Context: an optimization exercise on an open-source flow, tuned for small area. The choices shown serve that exercise and are no tape-out recipe.
At most, simulation tests tie the RTL to the original design; equivalence was not proved.
Power and IR drop assume default switching activity.

v6:
==> flow/design.v <==
module npu_ctrl #(
    parameter int unsigned N     = 4,
    parameter int unsigned KTAPS = 3
) (
    input  logic        clk,
    input  logic        rst_n,
    input  logic        npu_start_matrix_mul,
    input  logic        npu_start_conv,
    output logic        npu_done,
    output logic        busy,
    input  logic [63:0] a_base,
    input  logic [63:0] b_base,
    input  logic [63:0] c_base,
    output logic        mem_req,
    output logic        mem_we,
    output logic [63:0] mem_addr,
    output logic [63:0] mem_wdata,
    input  logic        mem_ready,
    input  logic        mem_rvalid,
    input  logic [63:0] mem_rdata
);
    localparam logic [1:0] S_IDLE = 2'd0, S_RUN = 2'd1, S_WR = 2'd2, S_FIX = 2'd3;
    logic [1:0]  st_q;
    logic        conv_q;         
    logic [3:0]  e_q;            
    logic [5:0]  t_q;            
    logic [2:0]  p_q;            
    logic [2:0]  pi_q;           
    logic [1:0]  out_q;          
    logic        bit0_q, bit1_q;  
    logic [63:0] acc_q;
    logic        cy_q;           
    logic [63:0] ab_q, bb_q, cb_q;
    wire run  = (st_q == S_RUN);
    wire wr   = (st_q == S_WR);
    wire idle = (st_q == S_IDLE);
    wire       ty_r     = p_q[1];
    wire       p_last   = p_q[2] & p_q[1] & (p_q[0] | conv_q);
    wire [2:0] p_step   = (conv_q & p_q[2]) ? 3'd2 : 3'd1;
    wire       resp_end = p_last & (t_q == 6'd63);
    wire       o        = out_q[0];
    wire       ty_i     = pi_q[1];
    wire [1:0] k_i      = {pi_q[2], pi_q[0]};
    wire [2:0] pi_step  = (conv_q & pi_q[2]) ? 3'd2 : 3'd1;
    wire       rd_req   = run & ~out_q[1] & ~(o & resp_end);
    wire       rd_acc   = rd_req & mem_ready;
    wire [1:0] ei = e_q[3:2];
    wire [1:0] ej = e_q[1:0];
    logic [3:0] off;
    always_comb begin
        if (wr)        off = e_q;
        else if (ty_i) off = conv_q ? {2'b00, ej} + {2'b00, k_i} : {ei, k_i};
        else           off = conv_q ? {2'b00, k_i} : {k_i, ej};
    end
    wire sel_c = wr;
    wire sel_a = ~wr & ty_i;
    wire sel_b = ~wr & ~ty_i;
    logic [64:3] acy;
    assign acy[3] = 1'b0;
    for (genvar b = 0; b < 64; b++) begin : g_addr
        if (b < 3) begin : g_lo
            assign mem_addr[b] = (sel_a & ab_q[b]) | (sel_b & bb_q[b]) | (sel_c & cb_q[b]);
        end else if (b < 7) begin : g_off
            wire m = (sel_a & ab_q[b]) | (sel_b & bb_q[b]) | (sel_c & cb_q[b]);
            assign mem_addr[b] = m ^ off[b-3] ^ acy[b];
            assign acy[b+1]    = (m & off[b-3]) | (acy[b] & (m ^ off[b-3]));
        end else begin : g_inc
            npu_ctrl_abit u_abit (
                .a  (ab_q[b]), .b (bb_q[b]), .c (cb_q[b]),
                .sa (sel_a), .sb (sel_b), .sc (sel_c),
                .ci (acy[b]),
                .s  (mem_addr[b]),
                .co (acy[b+1])
            );
        end
    end
    assign mem_req   = rd_req | wr;
    assign mem_we    = wr;
    assign mem_wdata = acc_q;
    assign busy      = ~idle;
    wire e_last = (ej == 2'd3) & (conv_q | (ei == 2'd3));
    assign npu_done = wr & mem_ready & e_last;
    wire rsp = run & mem_rvalid;
    wire dbl = rsp & (p_q == 3'd1);
    wire add = rsp & ty_r & (p_q[0] ? bit1_q : bit0_q);
    wire [63:0] addend = ({64{dbl}} & acc_q) | ({64{add}} & mem_rdata);
    logic [64:0] cy;
    logic [63:0] sum;
    for (genvar b = 0; b < 64; b++) begin : g_fa
        npu_ctrl_fa u_fa (
            .a  (acc_q[b]),
            .b  (addend[b]),
            .ci ((b == 0) ? 1'b0 : (b == 32) ? cy_q : cy[b]),
            .s  (sum[b]),
            .co (cy[b+1])
        );
    end
    assign cy[0] = 1'b0;
    wire bsel = mem_rdata[6'd63 - t_q];
    always_ff @(posedge clk) begin
        acc_q <= sum;
        cy_q  <= cy[32];
        if (rsp & ~ty_r) begin
            if (p_q[0]) bit1_q <= bsel;
            else        bit0_q <= bsel;
        end
        if (idle) begin
            ab_q   <= a_base;
            bb_q   <= b_base;
            cb_q   <= c_base;
            conv_q <= ~npu_start_matrix_mul;
        end
    end
    always_ff @(posedge clk or negedge rst_n) begin
        if (!rst_n) begin
            st_q  <= S_IDLE;
            e_q   <= 4'd0;
            t_q   <= 6'd0;
            p_q   <= 3'd0;
            pi_q  <= 3'd0;
            out_q <= 2'd0;
        end else begin
            out_q <= out_q + {1'b0, rd_acc} - {1'b0, rsp};
            if (rd_acc) pi_q <= pi_q + pi_step;
            if (rsp) p_q <= p_q + p_step;
            t_q   <= t_q + {5'd0, rsp & p_last};
            e_q   <= idle ? 4'd0 : e_q + {3'd0, wr & mem_ready};
            unique case (st_q)
                S_IDLE: if (npu_start_matrix_mul || npu_start_conv) st_q <= S_RUN;
                S_RUN:  if (rsp && resp_end) st_q <= S_FIX;
                S_FIX:  st_q <= S_WR;
                S_WR: begin
                    if (mem_ready) st_q <= e_last ? S_IDLE : S_RUN;
                end
                default: st_q <= S_IDLE;
            endcase
        end
    end
endmodule
module npu_ctrl_fa (
    input  logic a,
    input  logic b,
    input  logic ci,
    output logic s,
    output logic co
);
    assign s  = a ^ b ^ ci;
    assign co = (a & b) | (ci & (a ^ b));
endmodule
module npu_ctrl_abit (
    input  logic a,
    input  logic b,
    input  logic c,
    input  logic sa,
    input  logic sb,
    input  logic sc,
    input  logic ci,
    output logic s,
    output logic co
);
    wire m = (sa & a) | (sb & b) | (sc & c);
    assign s  = m ^ ci;
    assign co = m & ci;
endmodule
clock: 20.0 ns
lec_check: 0
cap_margin: 20
core_margin: 2
core_utilization: 40
slew_margin: 20
synth_hierarchical: 1
synth_minimum_keep_size: 0
standard.sh (not shown) runs the stock make flow with config.mk's settings and CLKGATE_MAP_FILE= SYNTH_SCRIPT=/design/flow/synth_recipe.tcl, a recipe that flattens the netlist after the stock synthesis.
==> flow/flow/run.sh <==
#!/bin/bash
set -euo pipefail
bash standard.sh \
  "BUFFER_PORTS_ARGS=-buffer_cell sky130_fd_sc_hd__buf_1" \
  "CTS_ARGS=-sink_clustering_enable -repair_clock_nets -dont_use_dummy_load -sink_clustering_size 28 -sink_clustering_max_diameter 120 -buf_list {sky130_fd_sc_hd__clkbuf_16}" \
  finish > standard_flow.log 2>&1
#### Input delta (v7 over v6)
# v6
export LEC_CHECK = 0
export CAP_MARGIN = 20
export CORE_MARGIN = 2
export CORE_UTILIZATION = 40
export SLEW_MARGIN = 20
export SYNTH_HIERARCHICAL = 1
export SYNTH_MINIMUM_KEEP_SIZE = 0
create_clock -name core_clock -period 20.0 [get_ports {clk}]
# v7
export LEC_CHECK = 0
export CAP_MARGIN = 5
export CORE_MARGIN = 2
export CORE_UTILIZATION = 40
export SLEW_MARGIN = 5
export SYNTH_HIERARCHICAL = 1
export SYNTH_MINIMUM_KEEP_SIZE = 0
create_clock -name core_clock -period 20.0 [get_ports {clk}]
[summary]
v7 ended with every stage complete and zero timing, DRC or antenna violations. Diff v7..v6 | wire length of the first global-routing pass | unchanged. Delta (v7 minus v6): count of input and output buffers flat; core utilization flat. v6 -> v7: minimum clock period after layout delta 0, exact match. Sequential cell count: v6 vs v7 identical. Reported for v6 and v7, power turned out identical to the last digit. Comparing v7 against v6, there is no change at all in setup slack. For die area, v7 and v6 come out practically identical. Adder-cell share of the synthesized area: v6 vs v7 identical. Compared with v6, in v7 clock distribution power roughly the same; design area roughly the same.


red:
npu_ctrl, a different RTL version from the one above (not shown whole).
Size in the first run: ~280 flip-flops, about 390 I/O pins, roughly 13,000 µm² of cells after synthesis.
// npu_ctrl
module npu_ctrl #(
    parameter int unsigned N     = 4,
    parameter int unsigned KTAPS = 3
) (
    input  logic        clk,
    input  logic        rst_n,
    input  logic        npu_start_matrix_mul,
    input  logic        npu_start_conv,
    output logic        npu_done,
    output logic        busy,
    input  logic [63:0] a_base,
    input  logic [63:0] b_base,
    input  logic [63:0] c_base,
    output logic        mem_req,
    output logic        mem_we,
    output logic [63:0] mem_addr,
    output logic [63:0] mem_wdata,
    input  logic        mem_ready,
    input  logic        mem_rvalid,
    input  logic [63:0] mem_rdata
);
export LEC_CHECK = 0
export CAP_MARGIN = 20
export CORE_MARGIN = 2
export CORE_UTILIZATION = 40
export SLEW_MARGIN = 20
export SYNTH_HIERARCHICAL = 1
export SYNTH_MINIMUM_KEEP_SIZE = 0
create_clock -name core_clock -period 20.0 [get_ports {clk}]
Scripts as last shown in full above: flow/flow/run.sh
#### Input delta (blue over red)
==> flow/flow/run.sh <==
#!/bin/bash
set -euo pipefail
bash standard.sh \
  "BUFFER_PORTS_ARGS=-buffer_cell sky130_fd_sc_hd__buf_1" \
  "CTS_ARGS=-sink_clustering_enable -repair_clock_nets -dont_use_dummy_load -sink_clustering_size 20 -sink_clustering_max_diameter 60 -buf_list {sky130_fd_sc_hd__clkbuf_8}" \
  finish > standard_flow.log 2>&1
Notes after the runs:
- Diff red -> blue: ratio of total power to cell area increased about 0.5%, flip-flop and latch count closely matched the old numbers.
- The overall power of the completed layout of blue exceeds that of red by 1.1%.
- red and blue ended up with roughly the same peak clock frequency supported by timing.
- blue against red: smallest hold slack went down; detailed-routing wirelength on met1 went down; footprint of the multi-input gates did not really move; clock transition at the registers of the reported paths went down; remaining antenna violation count after routing did not really move.


wip/umber:
npu_ctrl, a different RTL version from the one above (not shown whole).
Size in the first run: ~1500 cells after synthesis, roughly 280 flip-flops, ~390 I/O pins, ~0.016 mm^2 of cells after synthesis.
Settings: LEC_CHECK=0, CAP_MARGIN=20, CORE_MARGIN=2, CORE_UTILIZATION=40, SLEW_MARGIN=20; clock period 20.0 ns.
run.sh (not shown) runs the stock make flow with config.mk's settings and CLKGATE_MAP_FILE= SYNTH_SCRIPT=/design/flow/synth_recipe.tcl, a recipe that flattens the netlist after the stock synthesis.
Stock flow here: none of the scripts above is used.
wip/umber | status: complete | timing, DRC, antenna: pass
#### Input delta (wip/quartz over wip/umber)
Settings: an added ABC_AREA of 1.
==> flow/flow/run.sh (new file) <==
#!/bin/bash
set -euo pipefail
bash standard.sh \
  "BUFFER_PORTS_ARGS=-buffer_cell sky130_fd_sc_hd__buf_1" \
  "CTS_ARGS=-sink_clustering_enable -repair_clock_nets -dont_use_dummy_load -buf_list {sky130_fd_sc_hd__clkbuf_4 sky130_fd_sc_hd__clkbuf_8}" \
  finish > standard_flow.log 2>&1
==> flow/standard.sh (new file) <==
#!/bin/bash
# synth_recipe.tcl (not shown) runs the flow's synth.tcl, then flattens the netlist and writes it again
# the make line also repeats each setting of config.mk as NAME=value (left out here)
make -C /OpenROAD-flow-scripts/flow DESIGN_CONFIG=/design/flow/config.mk WORK_HOME=/design/flow/orfs CLKGATE_MAP_FILE= SYNTH_SCRIPT=/design/flow/synth_recipe.tcl "${@:-finish}"
removed: flow/run.sh
Findings:
Each of the runs, namely wip/quartz and wip/umber, reached the end of the flow and came out clean. Taking wip/umber as the reference point, the met1 wire length of wip/quartz rises by 9.5 mm. The fraction of power consumed by the clock network in wip/quartz was lower than what wip/umber gave. Compared to wip/umber, wip/quartz has setup slack 0.92 ns higher. wip/quartz reports a lower initial antenna violation count than wip/umber does. Of the two values seen for dominant combinational cell family by area after synthesis, simple AND/OR/NAND/NOR gates was produced by wip/quartz and compound AO/OA/AOI/OAI gates by wip/umber. Per the comparison of wip/quartz with wip/umber, global-route usage moved up, share of cell area taken by multi-input logic gates rose 7.8 points. A uppermost metal layer occupied by signal nets of met4 is what wip/quartz shows, while met5 belongs to wip/umber.
No run of this note included a check of the RTL's function; only the layout flow was run.

re-timing with driven ports:
The flow's constraints put no driver on any port. The routed layouts listed below were extracted and timed again, unchanged, in two steps.
Step 1 sets driving cells, clkbuf_16 on the clock port and buf_2 on the other inputs (assumed; they add their load-dependent delay and slew).
Step 2 times the ports against the registers' clock, not the clock port: input delays grow and output delays shrink by t, the midpoint of the rising clock arrivals with the driver on.
Slacks: no drivers / after step 1 / after step 2; pairs: no drivers / after step 1.
run | t, ns | slack for setup (ns) | pins driven straight from the clock port
v6 | 0.534 | 1.139 / 1.088 / 1.622 | 1
v7 | 0.534 | 1.139 / 1.088 / 1.622 | 1
red | 0.532 | 0.652 / 0.606 / 1.138 | 1
blue | 0.609 | 0.670 / 0.626 / 1.234 | 1
wip/umber | 0.592 | 9.888 / 9.834 / 10.421 | 1
wip/quartz | 0.665 | 10.807 / 10.749 / 11.333 | 1
After both steps setup and hold are still met in every run listed.
